This design comes from an exercise in tuning for small area and few clock cycles on the open sky130 flow, not from production work.
Only simulation tests tie the RTL to the original design; equivalence was not proved.
Power figures rest on the tool's default switching activity, not on a simulated workload.

==> flow/design.v <==
`default_nettype none
module cpu_top (
  input  logic        clk,
  input  logic        rst_n,
  output logic [15:0] inst_addr,
  input  logic [15:0] inst,
  output logic [15:0] dmem_addr,
  output logic [15:0] dmem_wdata,
  output logic        dmem_rd,
  output logic        dmem_wr,
  input  logic [15:0] dmem_rdata,
  output logic [15:0] pc,
  output logic        hlt
);
  logic [15:1]       pc_q;       
  logic [3:0]        ir_op;      
  logic [11:0]       ir_lo;
  logic [2:0]        flags_q;    
  logic              hlt_q;
  logic [15:1]       valid_q;    
  logic [15:1][15:0] regs;
  logic [3:0]  rd;
  logic [3:0]  rs;
  logic [3:0]  rt;
  logic [3:0]  rb;
  logic [15:0] a_val;
  logic [15:0] b_val;
  logic [15:1] sel_a;
  logic [15:1] sel_b;
  assign rd = ir_lo[11:8];
  assign rs = ir_lo[7:4];
  assign rt = ir_lo[3:0];
  assign rb = ir_op[3] ? rd : rt;
  always_comb begin
    for (int i = 1; i < 16; i++) begin
      sel_a[i] = valid_q[i] && (rs == 4'(i));
      sel_b[i] = valid_q[i] && (rb == 4'(i));
    end
    a_val = '0;
    b_val = '0;
    for (int i = 1; i < 16; i++) begin
      a_val = a_val | ({16{sel_a[i]}} & regs[i]);
      b_val = b_val | ({16{sel_b[i]}} & regs[i]);
    end
  end
  logic        is_sub;
  logic        is_mem;
  logic [15:0] add_x;
  logic [15:0] add_y;
  logic [15:0] sum;
  logic        ovf;
  logic [15:0] sat;
  assign is_sub = (ir_op == 4'b0001);
  assign is_mem = ir_op[3];
  assign add_x = is_mem ? {a_val[15:1], 1'b0} : a_val;
  assign add_y = is_mem ? {{11{rt[3]}}, rt, 1'b0} : (is_sub ? ~b_val : b_val);
  logic [15:0] add_p;
  logic [15:0] add_g;
  logic [15:0] grp_g;
  logic [15:0] grp_p;
  always_comb begin
    add_p = add_x ^ add_y;
    add_g = add_x & add_y;
    add_g[0] = add_g[0] | (add_p[0] & is_sub);
    grp_g = add_g;
    grp_p = add_p;
    for (int d = 1; d < 16; d = d * 2) begin
      for (int i = 2 * d - 1; i < 16; i = i + 2 * d) begin
        grp_g[i] = grp_g[i] | (grp_p[i] & grp_g[i - d]);
        grp_p[i] = grp_p[i] & grp_p[i - d];
      end
    end
    for (int d = 4; d >= 1; d = d / 2) begin
      for (int i = 3 * d - 1; i < 16; i = i + 2 * d) begin
        grp_g[i] = grp_g[i] | (grp_p[i] & grp_g[i - d]);
        grp_p[i] = grp_p[i] & grp_p[i - d];
      end
    end
  end
  assign sum = add_p ^ {grp_g[14:0], is_sub};
  assign ovf = (add_x[15] == add_y[15]) && (sum[15] != add_x[15]);
  assign sat = ovf ? {a_val[15], {15{!a_val[15]}}} : sum;
  logic [3:0]  shamt;
  logic [3:0]  rot_amt;
  logic [15:0] rot;
  logic [15:0] shl_keep;
  logic [15:0] sra_keep;
  logic [15:0] shf;
  assign shamt = rt;
  assign rot_amt = (ir_op[1:0] == 2'b00) ? 4'(-shamt) : shamt;
  always_comb begin
    rot = a_val;
    if (rot_amt[0]) rot = {rot[0], rot[15:1]};
    if (rot_amt[1]) rot = {rot[1:0], rot[15:2]};
    if (rot_amt[2]) rot = {rot[3:0], rot[15:4]};
    if (rot_amt[3]) rot = {rot[7:0], rot[15:8]};
    for (int i = 0; i < 16; i++) begin
      shl_keep[i] = (i >= shamt);
      sra_keep[i] = (i + shamt < 16);
    end
  end
  always_comb begin
    case (ir_op[1:0])
      2'b00:   shf = rot & shl_keep;
      2'b01:   shf = (rot & sra_keep) | ({16{a_val[15]}} & ~sra_keep);
      default: shf = rot;
    endcase
  end
  logic [15:0] res;
  logic [15:0] wdata;
  logic        we;
  logic [2:0]  flags_d;
  logic op_as;
  logic op_x;
  logic op_sh;
  logic op_llb;
  logic op_lhb;
  logic op_pcs;
  logic op_lw;
  assign op_as = (ir_op[3:1] == 3'b000);
  assign op_x = (ir_op == 4'b0010);
  assign op_sh = !ir_op[3] && ir_op[2];
  assign op_llb = (ir_op == 4'b1010);
  assign op_lhb = (ir_op == 4'b1011);
  assign op_pcs = (ir_op == 4'b1110);
  assign op_lw = (ir_op == 4'b1000);
  assign res = ({16{op_as}} & sat) | ({16{op_x}} & add_p) | ({16{op_sh}} & shf);
  assign wdata = res | ({16{op_lw}} & dmem_rdata) | ({16{op_pcs}} & {pc_q, 1'b0})
                 | ({16{op_llb}} & {b_val[15:8], ir_lo[7:0]})
                 | ({16{op_lhb}} & {ir_lo[7:0], b_val[7:0]});
  assign we = !ir_op[3] || ir_op == 4'b1000 || ir_op == 4'b1010 || ir_op == 4'b1011
              || ir_op == 4'b1110;
  always_comb begin
    flags_d = flags_q;
    if (!ir_op[3]) begin
      flags_d[2] = (res == '0);
      if (ir_op[2:1] == 2'b00) begin
        flags_d[1] = ovf;
        flags_d[0] = res[15];
      end
    end
  end
  function automatic logic cond_met(input logic [2:0] c, input logic [2:0] f);
    case (c)
      3'd0: cond_met = !f[2];
      3'd1: cond_met = f[2];
      3'd2: cond_met = !f[2] && !f[0];
      3'd3: cond_met = f[0];
      3'd4: cond_met = f[2] || !f[0];
      3'd5: cond_met = f[0] || f[2];
      3'd6: cond_met = f[1];
      default: cond_met = 1'b1;
    endcase
  endfunction
  logic br_taken;
  assign br_taken = (ir_op == 4'b1101) && cond_met(rd[3:1], flags_q);
  assign dmem_addr = sum;
  assign dmem_wdata = b_val;
  assign dmem_rd = (ir_op == 4'b1000);
  assign dmem_wr = (ir_op == 4'b1001);
  logic        f_b;
  logic        f_hlt;
  logic        f_jump;
  logic [8:0]  f_off;
  logic [15:1] pc_inc;
  logic [15:1] pc_tgt;
  logic [15:1] pc_d;
  assign f_b = (inst[15:12] == 4'b1100) && cond_met(inst[11:9], flags_d);
  assign f_hlt = (inst[15:12] == 4'b1111);
  assign f_off = f_hlt ? 9'h1ff : inst[8:0];
  assign f_jump = f_b || f_hlt;
  always_comb begin
    logic ci;
    logic ct;
    logic y;
    ci = 1'b1;
    ct = 1'b1;
    for (int i = 1; i < 16; i++) begin
      y = f_off[(i > 9) ? 8 : i - 1];
      pc_inc[i] = pc_q[i] ^ ci;
      ci = pc_q[i] & ci;
      pc_tgt[i] = pc_q[i] ^ y ^ ct;
      ct = (pc_q[i] & y) | (pc_q[i] & ct) | (y & ct);
    end
  end
  always_comb begin
    if (br_taken) pc_d = a_val[15:1];
    else if (f_jump) pc_d = pc_tgt;
    else pc_d = pc_inc;
  end
  assign inst_addr = {pc_q, 1'b0};
  assign pc = inst_addr;
  assign hlt = hlt_q;
  always_ff @(posedge clk or negedge rst_n) begin
    if (!rst_n) begin
      pc_q <= '0;
      ir_op <= 4'b1100;
      flags_q <= '0;
      hlt_q <= 1'b0;
      valid_q <= '0;
    end else begin
      pc_q <= pc_d;
      ir_op <= br_taken ? 4'b1100 : inst[15:12];
      flags_q <= flags_d;
      hlt_q <= hlt_q || (f_hlt && !br_taken);
      for (int i = 1; i < 16; i++) begin
        if (we && rd == 4'(i)) valid_q[i] <= 1'b1;
      end
    end
  end
  always_ff @(posedge clk) begin
    ir_lo <= inst[11:0];
  end
  for (genvar i = 1; i < 16; i++) begin : g_reg
    always_ff @(posedge clk) begin
      if (we && rd == 4'(i)) regs[i] <= wdata;
    end
  end
endmodule
`default_nettype wire
==> flow/flow/run.sh <==
#!/bin/bash
# Standard ORFS layout with smaller port buffers and a leaner clock tree.
set -euo pipefail
bash standard.sh \
  BUFFER_PORTS_ARGS="-buffer_cell sky130_fd_sc_hd__buf_1" \
  CTS_ARGS="-sink_clustering_enable -repair_clock_nets -dont_use_dummy_load -buf_list sky130_fd_sc_hd__clkbuf_8 -sink_clustering_size 16 -sink_clustering_max_diameter 60" \
  finish > make_finish.log 2>&1
==> flow/standard.sh <==
#!/bin/bash
# synth_recipe.tcl (not shown) runs the flow's synth.tcl, then flattens the netlist and writes it again
# the make line also repeats each setting of config.mk as NAME=value (left out here)
make -C /OpenROAD-flow-scripts/flow DESIGN_CONFIG=/design/flow/config.mk WORK_HOME=/design/flow/orfs CLKGATE_MAP_FILE= SYNTH_SCRIPT=/design/flow/synth_recipe.tcl "${@:-finish}"
==> flow/config.mk <==
export PLATFORM = sky130hd
export DESIGN_NAME = cpu_top
export DESIGN_NICKNAME = cpu_top
export VERILOG_FILES = /design/flow/design.v
export SDC_FILE = /design/flow/constraint.sdc
export NUM_CORES = 4
export LEC_CHECK = 0
export CAP_MARGIN = 20
export CORE_MARGIN = 2
export CORE_UTILIZATION = 55
export SLEW_MARGIN = 20
==> flow/constraint.sdc <==
create_clock -name core_clock -period 10.0 [get_ports {clk}]
set_input_delay 2.0000 -clock core_clock [delete_from_list [all_inputs] [get_ports {clk}]]
set_output_delay 2.0000 -clock core_clock [all_outputs]
set_load 0.01 [all_outputs]
==> results of run 1 <==
## worst reg2reg max path: cells and delay by family, from the launching register on
family                     cells  cell delay (ns)
buffers and inverters          5             1.04
muxes                          1             0.35
xor gates and xnor gates       1             0.14
AOI/OAI and AO/OA             19             4.23
adders and majority gates      3             0.86
and+or+nand+nor                9             1.89
DFF                            1             0.47
## registers in the layout, summed over array words and instances, names as in the netlist
signal	count
valid_q	15
hlt_q	1
ir_op	4
flags_q	3
pc_q	15
ir_lo	12
regs	240
## area by class of cell
type,count,share of cell area [%]
clock buffer,25,1.84
antenna,2,0.0268
sequential,290,44.9
tap,396,2.65
multi-input combinational,1151,43.1
inverter,80,1.61
timing repair buffer,195,5.87
## per-stage QoR
step / hold WS (ns) / area [um2] / power (W)
final: 0.483 / 18700 / 0.00328
after global routing: 0.514 / 18700 / 0.00339
after CTS: 0.494 / 18700 / 0.00323
after detailed placement: 0.470 / 18300 / 0.00266
after global placement: 0.465 / 18300 / 0.00265
after floorplan: 0.445 / 17300 / 0.00222
## power groups by stage
stage          Combinational, W  Clock [W]  Sequential, W
2_1_floorplan          0.000677          0        0.00154
3_3_place_gp            0.00107          0        0.00158
3_5_place_dp            0.00107          0        0.00158
4_1_cts                 0.00108   0.000591        0.00156
5_1_grt                 0.00119   0.000637        0.00157
6_report                0.00112   0.000591        0.00156
## path summary, 6_finish.rpt
kind / depth (start not counted) / slack (ns) / endpoint
hold reg to reg: 1 / 0.48 / hlt_q
setup reg to reg: 38 / 0.83 / pc_q[7]
hold / removal: 1 / 0.48 / hlt_q
min in group asynchronous: 1 / 1.52 / ir_op[0]
setup / recovery: 26 / 0.56 / dmem_addr[15]
max in group asynchronous: 1 / 7.82 / valid_q[14]
## kinds of logic (layout without fill, tap and decap cells)
| kind of cell | count (synthesis) | count (layout) | synth area share, % |
|---|---|---|---|
| AND/OR/NAND/NOR | 586 | 586 | 18.1 |
| adder cells (fa/ha/maj) | 55 | 55 | 4.92 |
| XOR/XNOR | 28 | 28 | 1.42 |
| other | 1 | 4 | 0.0217 |
| AO/OA/AOI/OAI | 463 | 463 | 20.1 |
| flip-flops | 290 | 290 | 48.6 |
| buffers and inverters | 217 | 300 | 5.49 |
| multiplexers | 17 | 17 | 1.34 |
## layout by cell type (no fill, tap or decap), types with 8 or more instances in the layout
| cell type | Yosys | routed |
|---|---|---|
| a31oi_1 | 28 | 28 |
| or3_1 | 9 | 9 |
| a22oi_1 | 122 | 122 |
| clkbuf_8 | 0 | 25 |
| a222oi_1 | 29 | 29 |
| ha_1 | 32 | 32 |
| a221oi_1 | 26 | 25 |
| nor4_1 | 13 | 10 |
| o211ai_1 | 30 | 30 |
| buf_1 | 6 | 97 |
| nor3_2 | 3 | 8 |
| nand2_1 | 98 | 98 |
| fa_1 | 22 | 22 |
| a2111oi_0 | 12 | 11 |
| a211oi_1 | 8 | 8 |
| or2_1 | 13 | 13 |
| edfxtp_1 | 240 | 240 |
| mux2i_1 | 9 | 8 |
| a22o_1 | 17 | 17 |
| dfrtp_1 | 36 | 36 |
| a21o_1 | 8 | 8 |
| buf_4 | 23 | 94 |
| and3_1 | 68 | 68 |
| nor3_1 | 48 | 43 |
| o21ai_0 | 44 | 43 |
| and2_1 | 23 | 23 |
| xor2_1 | 13 | 13 |
| a21oi_1 | 57 | 57 |
| nor2_1 | 120 | 111 |
| xnor2_1 | 15 | 13 |
| dfxtp_1 | 12 | 12 |
| nand4_1 | 25 | 25 |
| nand2b_1 | 11 | 11 |
| nand3b_1 | 17 | 17 |
| or2_2 | 25 | 25 |
| inv_1 | 79 | 79 |
| nand3_1 | 64 | 64 |
| nor2b_1 | 10 | 10 |
## routing by layer
metal	up-vias	GRT usage, %	share of wire (%)
met1	7727	57.9	35
met3	426	11.9	15
met2	1654	64.3	42
met5	-	0	0
met4	0	29.2	8.4
li1	6540	-	-
==> results.yml, run 1 <==
status:
  status: "no timing/DRC/antenna violations"
routing:
  remaining_drc_errors: 0
  detail-route-antenna-nets: 0
  routed_wl_mm: 73.8
  drt_iter0_drc: 3571
  viasPerCell: 7.64
  vias: 16300
  wl_per_cell_um: 34.5
  drtPass1Iterations: 9
sta:
  drv_slew: 0
  worst_slew_pin_slew_ns: 1.14
  max_freq_mhz: 106
  post-route-period-util_pct: 94.4
  fin_crit_ns: 9.44
  relSlewSlack_pct: 24.0
  finalSetupTns_ns: 0
  finalHoldViolCount: 0
  setup_slack_ns: 0.564
  finalSetupViolations: 0
  skew_ns: 0.119
  rsz0062_at_grt: "no"
final_layout:
  final_cells: 2139
  nFillCells: 2705
  layout-drive-gt1-share_pct: 12.0
  multi_input_area_um2: 8060
  nets: 1831
  fin_util_pct: 60.8
  area_delta_synth_final_pct: 8.16
  regArea_um2: 8400
power_and_ir_drop:
  ir_worst_vdd_mv: 0.154
  power_frac_seq_pct: 47.7
  p_leak_nw: 6.96
  power-per-cell-area_nw_per_um2: 175
  power_switching_w: 0.00124
  swShare_pct: 37.9
  pwr-share-clk_pct: 18.0
  internal_power_w: 0.00204
  p_comb_share_pct: 34.3
clock_tree:
  cts_buffer_depth: 3
  cts_root_buf: "clkbuf_8"
  cts_buffers: 25
  path_clk_slew_ns: 0.10
  cts_tree: "done"
  cts.hold.buffers_added: 0
  clock-sinks: 290
  post-cts-setup-buffer-count: 0
  postCtsResizedCells: 0
  htree_levels: 1
  clk_latency_ns: 0.63
worst_setup_path:
  endpoint_kind: "output pin"
  cp_max_fo: 24
  cpMostUsedCell: "a21oi_1"
  critical-path-max-stage-delay_ns: 1.01
  worstPathRequired_ns: 8.00
  crit_family: "simple AND/OR/NAND/NOR gates"
  worst-path-buf-inv: 3
  cp.arrival_ns: 7.44
  critical_path_class: "reg2out"
  r2r-start: "ir_lo[0]"
  critPathLaunch: "ir_lo[6]"
  crit_path_start_kind: "register"
  crit_path_top_delay_cell: "dfxtp_1"
die:
  die_y_um: 181
  rows: 64
  dieArea_um2: 32900
  die_w_um: 181
  fp.coreArea_um2: 30700
  start_util_pct: 56.2
  io_pins: 101
placement:
  dp_cells: 2109
  dp_hpwl_mm: 51.3
  dp_slack_ns: 1.03
  portBuffers: 98
  routabilityCongestion: 1.01
job:
  cap_violations: 0
logic_synthesis:
  synth_top_area_share_pct: 41.7
  synth-edff-count: 240
  synth_top_area_cell: "edfxtp_1"
  synth.most_common_cell: "edfxtp_1"
  synthCells: 1657
  ys_seq_area_share_pct: 48.6
  avgSynthCellArea_um2: 10.4
  synth_area_leaders: "edfxtp_1 (42%), a22oi_1 (5.3%), dfrtp_1 (5.2%)"
  synth_ff_type: "edfxtp_1"
  yosysWarnings: 1
  ys_types: 100
  synth_commonest_cells: "edfxtp_1 (240), a22oi_1 (122), nor2_1 (120)"
  syn_area_um2: 17300
  synthArstFlopShare_pct: 13.1
  ys_ff_latch: 290
global_route:
  grt_pass1_vias: 15100
  grt_antenna_before_repair: 0
  grt_start_max_net_pins: 39
  grt_util_all_layers_pct: 44.1
  grt-ovfl-total: 0
  grt_pass1_wl_mm: 105
worst_hold_path:
  hold_class: "reg2reg"
  min_from: "hlt_q"
Testbench counts, summed over its fixed seeds: cycles 27,393.
==> run 2, diff against run 1 <==
--- a/flow/config.mk
+++ b/flow/config.mk
@@ -7,5 +7,6 @@
 export LEC_CHECK = 0
 export CAP_MARGIN = 20
 export CORE_MARGIN = 2
-export CORE_UTILIZATION = 55
+export CORE_UTILIZATION = 65
+export PLACE_DENSITY = 0.72
 export SLEW_MARGIN = 20
==> results.yml, run 2 <==
worst_setup_path:
  cpMostUsedCell: "a21oi_1"
  critical_path_class: "reg2out"
  cp.arrival_ns: 7.35
  worstPathRequired_ns: 8.00
  cp_max_fo: 52
  critical-path-max-stage-delay_ns: 1.13
  crit_path_start_kind: "register"
  crit_path_top_delay_cell: "dfstp_2"
  rrSetupSlack_ns: 0.72
  endpoint_kind: "output pin"
logic_synthesis:
  synth_area_leaders: "edfxtp_1 (42%), a22oi_1 (5.3%), dfrtp_1 (5.2%)"
  synthAdderAreaFrac_pct: 4.92
  ys_seq_area_share_pct: 48.6
  synth_commonest_cells: "edfxtp_1 (240), a22oi_1 (122), nor2_1 (120)"
  synthSimpleGateAreaFrac_pct: 18.1
  ys_types: 100
  synthCells: 1657
  muxShareOfSynthArea_pct: 1.34
  synth_top_area_share_pct: 41.7
  synth_top_family_by_area: "compound AO/OA/AOI/OAI gates"
  synthArstFlopShare_pct: 13.1
  syn_area_um2: 17300
  synth_ff_type: "edfxtp_1"
  ys_ff_latch: 290
  synth_top_area_cell: "edfxtp_1"
  synth.most_common_cell: "edfxtp_1"
  avgSynthCellArea_um2: 10.4
  synth_compound_area_share_pct: 20.1
  yosysWarnings: 1
  synth-edff-count: 240
  synth_xor_area_share_pct: 1.42
routing:
  detail-route-antenna-nets: 0
  routed_wl_mm: 72.0
  remaining_drc_errors: 0
  viasPerCell: 8.07
  wl_per_cell_um: 34.7
  drtPass1Iterations: 15
  drt_iter0_drc: 4008
  vias: 16700
final_layout:
  layout_top_registers: "regs (240), pc_q (15), valid_q (15)"
  final_common_cell: "edfxtp_1"
  nets: 1829
  nFillCells: 1933
  diodes: 0
  area_delta_synth_final_pct: 7.60
  layout-drive-gt1-share_pct: 11.8
  largest-register: "regs"
  largest_register_ffs: 240
  layout_common_cells: "edfxtp_1 (240), a22oi_1 (122), nor2_1 (111)"
sta:
  finalSetupTns_ns: 0
  rsz0062_at_grt: "no"
  hold_ws_ns: 0.490
  drv_slew: 0
  post-route-period-util_pct: 93.5
  fin_crit_ns: 9.35
  worst_slew_pin_slew_ns: 1.11
  finalSetupViolations: 0
  skew_ns: 0.111
  relSlewSlack_pct: 26.1
  max_freq_mhz: 107
  setup_slack_ns: 0.648
  finalHoldViolCount: 0
global_route:
  grt_antenna_before_repair: 0
  grt_start_max_net_pins: 53
  grt_pass1_wl_mm: 104
  grt_util_all_layers_pct: 50.7
  grt-ovfl-total: 0
  grt_pass1_vias: 16000
worst_hold_path:
  hold_class: "reg2reg"
power_and_ir_drop:
  power-per-cell-area_nw_per_um2: 177
  ir_worst_vdd_mv: 0.172
  p_leak_nw: 6.95
die:
  io_pins: 101
  start_util_pct: 66.3
  die_w_um: 167
  fp.coreArea_um2: 26100
  dieArea_um2: 27900
  die_y_um: 167
  rows: 59
placement:
  dp_slack_ns: 0.980
  dp_hpwl_mm: 50.0
  routabilityCongestion: 1.10
  portBuffers: 98
clock_tree:
  cts_root_buf: "clkbuf_8"
  cts.hold.buffers_added: 0
  cts_tree: "done"
  clk_latency_ns: 0.63
  path_clk_slew_ns: 0.09
  htree_levels: 1
  post-cts-setup-buffer-count: 0
  postCtsResizedCells: 0
  clock-sinks: 290
  cts_buffers: 25
  cts_buffer_depth: 3
status:
  status: "no timing/DRC/antenna violations"
job:
  cap_violations: 0
-- run 2: cell counts after synthesis --
No cell type changed its count.
-- run 2: cells by family (layout without fill, tap and decap cells) --
family,after synthesis,in the layout
adders and majority gates,55,55
xor gates and xnor gates,28,28
buffers and inverters,217,298
muxes,17,17
DFF,290,290
AOI/OAI and AO/OA,463,463
and+or+nand+nor,586,586
other,1,2
-- run 2: final timing paths --
check                               from       endpoint  cells after the start
min in group asynchronous          rst_n    valid_q[11]                      1
worst min-delay path               hlt_q          hlt_q                      1
worst max-delay path            ir_op[3]  dmem_addr[15]                     28
max in group asynchronous          rst_n    valid_q[13]                      1
worst max register to register  ir_op[3]        pc_q[6]                     36
worst min register to register     hlt_q          hlt_q                      1
-- run 2: final cells by class --
type / count / area [um2] / share of cell area (%)
Inverter: 80 / 300 / 1.61
Multi-Input combinational cell: 1151 / 8040 / 43.2
Timing Repair Buffer: 193 / 1100 / 5.91
Clock buffer: 25 / 344 / 1.85
Sequential cell: 290 / 8400 / 45.2
Tap cell: 335 / 419 / 2.25
-- run 2: worst max-delay path: cells and delay by family, from the launching register on --
kind	cells	cell delay [ns]
AOI/OAI and AO/OA	14	2.24
xor gates and xnor gates	3	0.53
adders and majority gates	3	1.22
buffers and inverters	3	0.44
DFF	1	1.13
and+or+nand+nor	5	1.18
-- run 2: metrics by stage --
stage          instance area, um2  total power (W)  instances  util (%)
3_5_place_dp                18200          0.00264       2041      69.8
2_1_floorplan               17300          0.00222       1658         -
5_1_grt                     18600          0.00338       2074      71.4
6_report                    18600          0.00329       2074      71.4
3_3_place_gp                18200          0.00261       2039      69.8
4_1_cts                     18500          0.00321       2066      71.1
-- run 2: power breakdown --
group          internal, W  total (W)  switching, W
Combinational     0.000369    0.00112      0.000753
Clock             0.000222   0.000600      0.000378
Sequential         0.00145    0.00157      0.000126
Total              0.00204    0.00329       0.00126
-- run 2: metal layers --
metal	up-vias	wire length (um)	track usage [%]
met5	-	0	0
met4	0	7910	37.3
met3	642	12700	21.9
met2	1883	28500	71.8
met1	7683	22900	61.7
li1	6533	-	-

[static timing again, ports no longer ideal]
The flow's constraints put no driver on any port. The routed layouts listed below were extracted and timed again, unchanged, in two steps.
Step 1 assumes that a clkbuf_16 drives the clock port and a buf_2 every other input.
Step 2 moves the port delays by t, midway between the first and last clock arrival at a register: inputs arrive t later, outputs are due t later. That takes back most of the time a late clock gives input paths.
Three values: ideal ports, drivers, drivers and shift; two values: the first two.
| run | t (ns) | setup slack, ns | worst slew at a driven data input, ns |
|---|---|---|---|
| run 1 | 0.625 | 0.564 / 0.511 / 0.826 | 0.07 |
| run 2 | 0.623 | 0.648 / 0.599 / 0.724 | 0.06 |
After both steps setup and hold are still met in every run listed.
